From an optimization exercise on the open Yosys and OpenROAD flow, aimed at small area and a short achievable clock period; shortcuts taken in it are not production practice. Power and IR drop assume default switching activity.

==> flow/design.v <==
`timescale 1ns/1ns
package ahb_pkg;
  localparam int HADDR_W = 32;
  localparam int HDATA_W = 32;
  localparam int BE_W    = HDATA_W / 8;
  typedef enum logic [1:0] {
    HTRANS_IDLE   = 2'b00,
    HTRANS_BUSY   = 2'b01,
    HTRANS_NONSEQ = 2'b10,
    HTRANS_SEQ    = 2'b11
  } htrans_t;
  typedef enum logic [2:0] {
    HSIZE_BYTE  = 3'b000,
    HSIZE_HWORD = 3'b001,
    HSIZE_WORD  = 3'b010
  } hsize_t;
  localparam logic HRESP_OKAY = 1'b0;
endpackage
`timescale 1ns/1ns
package timer_pkg;
  localparam logic [31:0] PRESCALE_OFS = 32'h0000_0000;
  localparam logic [31:0] IPENDING_OFS = 32'h0000_0008;
  localparam logic [31:0] IENABLE_OFS  = 32'h0000_000C;
  localparam logic [31:0] TIME_OFS     = 32'h0000_0010;
  localparam logic [31:0] TIME_MSB_OFS = 32'h0000_0014;
  localparam logic [31:0] TIMECMP_OFS  = 32'h0000_0018;
  localparam int TIMECMP_STRIDE = 8;
  localparam int TIME_W     = 64;
  localparam int PRESCALE_W = 32;
  typedef enum logic [2:0] {
    RD_PRESCALE = 3'd0,
    RD_IPENDING = 3'd1,
    RD_IENABLE  = 3'd2,
    RD_TIME_LO  = 3'd3,
    RD_TIME_HI  = 3'd4,
    RD_CMP_LO   = 3'd5,
    RD_CMP_HI   = 3'd6,
    RD_ZERO     = 3'd7
  } rd_sel_t;
endpackage
`timescale 1ns/1ns
module timer_bus_decode
(
  input  logic [31:6] addr_hi,
  input  logic        live,
  output logic        hi_zero,
  output logic        rd_ok
);
  assign hi_zero = ~|addr_hi;
  assign rd_ok   = live && hi_zero;
endmodule
`timescale 1ns/1ns
module ahb_timer #(
  parameter  int TIMERS      = 3,
  localparam int TIMER_IDX_W = (TIMERS > 1) ? $clog2(TIMERS) : 1
)
(
  input  logic                        HCLK,
  input  logic                        HRESETn,
  input  logic                        HSEL,
  input  logic [ahb_pkg::HADDR_W-1:0] HADDR,
  input  logic [ahb_pkg::HDATA_W-1:0] HWDATA,
  output logic [ahb_pkg::HDATA_W-1:0] HRDATA,
  input  logic                        HWRITE,
  input  logic [2:0]                  HSIZE,
  input  logic [2:0]                  HBURST,
  input  logic [3:0]                  HPROT,
  input  logic [1:0]                  HTRANS,
  output logic                        HREADYOUT,
  input  logic                        HREADY,
  output logic                        HRESP,
  output logic                        tint
);
  localparam int NW = 12;
  assign HREADYOUT = 1'b1;
  assign HRESP     = ahb_pkg::HRESP_OKAY;
  logic live;
  always_ff @(posedge HCLK or negedge HRESETn)
  begin
    if (!HRESETn)
      live <= 1'b0;
    else
      live <= 1'b1;
  end
  logic          hi_zero;
  logic [3:0]    rd_ok;
  logic [3:0]    word;
  logic [NW-1:0] asel;
  logic          wr_xfer;
  logic [3:0]    be;
  timer_bus_decode u_hi0 (.addr_hi(HADDR[31:6]), .live, .hi_zero,           .rd_ok(rd_ok[0]));
  timer_bus_decode u_hi1 (.addr_hi(HADDR[31:6]), .live, .hi_zero(),         .rd_ok(rd_ok[1]));
  timer_bus_decode u_hi2 (.addr_hi(HADDR[31:6]), .live, .hi_zero(),         .rd_ok(rd_ok[2]));
  timer_bus_decode u_hi3 (.addr_hi(HADDR[31:6]), .live, .hi_zero(),         .rd_ok(rd_ok[3]));
  assign word = HADDR[5:2];
  always_comb
  begin
    for (int k = 0; k < NW; k++)
      asel[k] = (word == 4'(k));
  end
  assign wr_xfer = HSEL && HREADY && HWRITE && HTRANS[1];
  always_comb
  begin
    case (HSIZE)
      3'd0:    be = 4'b0001 << HADDR[1:0];
      3'd1:    be = 4'b0011 << HADDR[1:0];
      default: be = 4'b1111 << HADDR[1:0];
    endcase
  end
  logic          wr_ok;
  logic          wr_nok;
  logic [3:0]    wr_word;
  logic [3:0]    wr_be;
  logic [NW-1:0] ws;
  always_ff @(posedge HCLK or negedge HRESETn)
  begin
    if (!HRESETn)
    begin
      wr_ok  <= 1'b0;
      wr_nok <= 1'b1;
    end
    else
    begin
      wr_ok  <= wr_xfer && hi_zero;
      wr_nok <= !(wr_xfer && hi_zero);
    end
  end
  always_ff @(posedge HCLK)
  begin
    wr_word <= word;
    wr_be   <= be;
  end
  logic [NW-1:0][3:0] lane_wr;
  logic [NW-1:0][3:0] lane_keep;
  always_comb
  begin
    for (int k = 0; k < NW; k++)
    begin
      ws[k] = wr_ok && (wr_word == 4'(k));
      for (int b = 0; b < 4; b++)
      begin
        lane_wr[k][b]   = ws[k] && wr_be[b];
        lane_keep[k][b] = live && (wr_nok || (wr_word != 4'(k)) || !wr_be[b]);
      end
    end
  end
  function automatic logic [31:0] lane_merge(
    input logic [31:0] old_val,
    input logic [31:0] new_val,
    input logic [3:0]  wr,
    input logic [3:0]  keep
  );
    logic [31:0] res;
    for (int n = 0; n < 4; n++)
      res[n*8 +: 8] = (new_val[n*8 +: 8] & {8{wr[n]}}) | (old_val[n*8 +: 8] & {8{keep[n]}});
    lane_merge = res;
  endfunction
  function automatic logic [63:0] inc_flips(input logic [63:0] v);
    logic [15:0] grp;
    logic [15:0] below;
    logic [63:0] res;
    for (int j = 0; j < 16; j++)
      grp[j] = &v[4*j +: 4];
    below[0] = 1'b1;
    for (int j = 1; j < 16; j++)
      below[j] = &(grp | (16'hFFFF << j));
    for (int j = 0; j < 16; j++)
    begin
      res[4*j]     = below[j];
      res[4*j + 1] = below[j] & v[4*j];
      res[4*j + 2] = below[j] & (v[4*j] & v[4*j + 1]);
      res[4*j + 3] = below[j] & (v[4*j] & v[4*j + 1] & v[4*j + 2]);
    end
    inc_flips = res;
  endfunction
  function automatic logic [31:0] dec_flips(input logic [31:0] v);
    logic [7:0]  grp;
    logic [7:0]  below;
    logic [31:0] res;
    for (int j = 0; j < 8; j++)
      grp[j] = ~|v[4*j +: 4];
    below[0] = 1'b1;
    for (int j = 1; j < 8; j++)
      below[j] = &(grp | (8'hFF << j));
    for (int j = 0; j < 8; j++)
    begin
      res[4*j]     = below[j];
      res[4*j + 1] = below[j] & ~v[4*j];
      res[4*j + 2] = below[j] & ~(v[4*j] | v[4*j + 1]);
      res[4*j + 3] = below[j] & ~(v[4*j] | v[4*j + 1] | v[4*j + 2]);
    end
    dec_flips = res;
  endfunction
  logic [31:0]      prescale;
  logic             prescale_wr;
  logic             enabled;
  logic [2:0]       ienable;
  logic [63:0]      time_val;
  logic [63:0]      time_src;
  logic [2:0][63:0] cmp_vals;
  logic [31:0]      cnt;
  logic             count_en;
  logic [2:0]       ipending;
  always_ff @(posedge HCLK or negedge HRESETn)
  begin
    if (!HRESETn)
    begin
      prescale_wr <= 1'b0;
      enabled     <= 1'b0;
    end
    else
    begin
      prescale_wr <= ws[0];
      if (ws[0])
        enabled <= 1'b1;
    end
  end
  assign time_src = (count_en && !ws[4] && !ws[5]) ? (time_val ^ inc_flips(time_val)) : time_val;
  always_ff @(posedge HCLK)
  begin
    prescale        <= lane_merge(prescale, HWDATA, lane_wr[0], lane_keep[0]);
    ienable         <= lane_merge({29'b0, ienable}, HWDATA, lane_wr[3], lane_keep[3]) & 3'b111;
    time_val[31:0]  <= lane_merge(time_src[31:0], HWDATA, lane_wr[4], lane_keep[4]);
    time_val[63:32] <= lane_merge(time_src[63:32], HWDATA, lane_wr[5], lane_keep[5]);
    for (int n = 0; n < 3; n++)
    begin
      cmp_vals[n][31:0]  <= lane_merge(cmp_vals[n][31:0], HWDATA, lane_wr[6 + 2*n], lane_keep[6 + 2*n]);
      cmp_vals[n][63:32] <= lane_merge(cmp_vals[n][63:32], HWDATA, lane_wr[7 + 2*n], lane_keep[7 + 2*n]);
    end
  end
  logic cnt_zero;
  assign cnt_zero = (cnt == '0);
  always_ff @(posedge HCLK)
  begin
    if (prescale_wr || cnt_zero || !enabled)
      cnt <= prescale;
    else
      cnt <= cnt ^ dec_flips(cnt);
  end
  always_ff @(posedge HCLK or negedge HRESETn)
  begin
    if (!HRESETn)
      count_en <= 1'b0;
    else
      count_en <= enabled && cnt_zero;
  end
  logic [2:0] hit;
  always_comb
  begin
    for (int n = 0; n < 3; n++)
      hit[n] = (time_val == cmp_vals[n]) && !ws[6 + 2*n] && !ws[7 + 2*n];
  end
  always_ff @(posedge HCLK or negedge HRESETn)
  begin
    if (!HRESETn)
    begin
      ipending <= '0;
      tint     <= 1'b0;
    end
    else
    begin
      ipending <= enabled ? hit : 3'b000;
      tint     <= |(ipending & ienable);
    end
  end
  logic [NW-1:0][31:0] rwords;
  logic [31:0]         rmux;
  always_comb
  begin
    rwords     = '0;
    rwords[0]  = prescale;
    rwords[2]  = {29'b0, ipending};
    rwords[3]  = {29'b0, ienable};
    rwords[4]  = time_val[31:0];
    rwords[5]  = time_val[63:32];
    rwords[6]  = cmp_vals[0][31:0];
    rwords[7]  = cmp_vals[0][63:32];
    rwords[8]  = cmp_vals[1][31:0];
    rwords[9]  = cmp_vals[1][63:32];
    rwords[10] = cmp_vals[2][31:0];
    rwords[11] = cmp_vals[2][63:32];
    rmux = '0;
    for (int k = 0; k < NW; k++)
      rmux = rmux | (rwords[k] & {32{asel[k]}});
  end
  always_ff @(posedge HCLK)
  begin
    for (int b = 0; b < 4; b++)
      HRDATA[b*8 +: 8] <= rmux[b*8 +: 8] & {8{rd_ok[b]}};
  end
endmodule
clock: 8.0 ns
lec_check: 0
cap_margin: 20
core_margin: 2
core_utilization: 50
cts_buf_list: sky130_fd_sc_hd__clkbuf_16
cts_cluster_diameter: 60
cts_cluster_size: 30
slew_margin: 20
synth_hierarchical: 1
standard.sh (not shown) runs the stock make flow with config.mk's settings and CLKGATE_MAP_FILE= SYNTH_SCRIPT=/design/flow/synth_recipe.tcl, a recipe that flattens the netlist after the stock synthesis.
==> flow/flow/run.sh <==
#!/bin/bash
# Standard layout, but with a plain buffer on every port instead of the
# delay cell that buffer_ports picks on its own
set -euo pipefail
export BUFFER_PORTS_ARGS="-buffer_cell sky130_fd_sc_hd__buf_2"
# Timing repair aims past the 8 ns constraint
export SETUP_SLACK_MARGIN=5.4
# Clock tree without the dummy loads CTS adds for balance
export CTS_ARGS="-sink_clustering_enable -repair_clock_nets -sink_clustering_size 30 -sink_clustering_max_diameter 60 -buf_list sky130_fd_sc_hd__clkbuf_16 -dont_use_dummy_load"
bash standard.sh > standard.log 2>&1
==> next run, changes <==
--- a/flow/design.v
+++ b/flow/design.v
@@ -82,17 +82,14 @@
     else
       live <= 1'b1;
   end
   logic          hi_zero;
-  logic [3:0]    rd_ok;
+  logic          rd_ok;
   logic [3:0]    word;
   logic [NW-1:0] asel;
   logic          wr_xfer;
   logic [3:0]    be;
-  timer_bus_decode u_hi0 (.addr_hi(HADDR[31:6]), .live, .hi_zero,           .rd_ok(rd_ok[0]));
-  timer_bus_decode u_hi1 (.addr_hi(HADDR[31:6]), .live, .hi_zero(),         .rd_ok(rd_ok[1]));
-  timer_bus_decode u_hi2 (.addr_hi(HADDR[31:6]), .live, .hi_zero(),         .rd_ok(rd_ok[2]));
-  timer_bus_decode u_hi3 (.addr_hi(HADDR[31:6]), .live, .hi_zero(),         .rd_ok(rd_ok[3]));
+  timer_bus_decode u_hi (.addr_hi(HADDR[31:6]), .live, .hi_zero, .rd_ok);
   assign word = HADDR[5:2];
   always_comb
   begin
     for (int k = 0; k < NW; k++)
@@ -284,8 +281,7 @@
       rmux = rmux | (rwords[k] & {32{asel[k]}});
   end
   always_ff @(posedge HCLK)
   begin
-    for (int b = 0; b < 4; b++)
-      HRDATA[b*8 +: 8] <= rmux[b*8 +: 8] & {8{rd_ok[b]}};
+    HRDATA <= rmux & {32{rd_ok}};
   end
 endmodule
Outcome:
- The new run went through all stages and came out clean
- power shrinks by 2.3%
- flip-flop and latch count does not change
- register-to-register slack loses 90 ps
- worst hold slack degrades by 69 ps
- die area came out lower by 0.87%
- via count decreases by 5.0%
No run of this note included a check of the RTL's function; only the layout flow was run.

-- separate check: timing with driven ports --
How much do the figures lean on ideal ports? The routed layouts below were timed once more, with nothing changed but the port constraints. Step 1 assumes that a clkbuf_16 drives the clock port and a buf_2 every other input. Step 2 times the ports against the registers' clock, not the clock port: input delays grow and output delays shrink by t, the midpoint of the rising clock arrivals with the driver on. Three values: ideal ports, drivers, drivers and shift; two values: the first two.
| run | shift t [ns] | slack for setup (ns) | clock arrival spread, ns | worst slew at a driven data input, ns |
|---|---|---|---|---|
| the first run | 0.635 | 5.305 / 5.276 / 4.752 | 0.084 / 0.085 | 0.04 |
| the second run | 0.631 | 5.217 / 5.217 / 4.786 | 0.048 / 0.047 | 0.06 |
After both steps setup and hold are still met in every run listed. For the first run, which loses most, drivers alone change the setup slack by -0.029 ns; drivers and shift together by -0.553 ns.
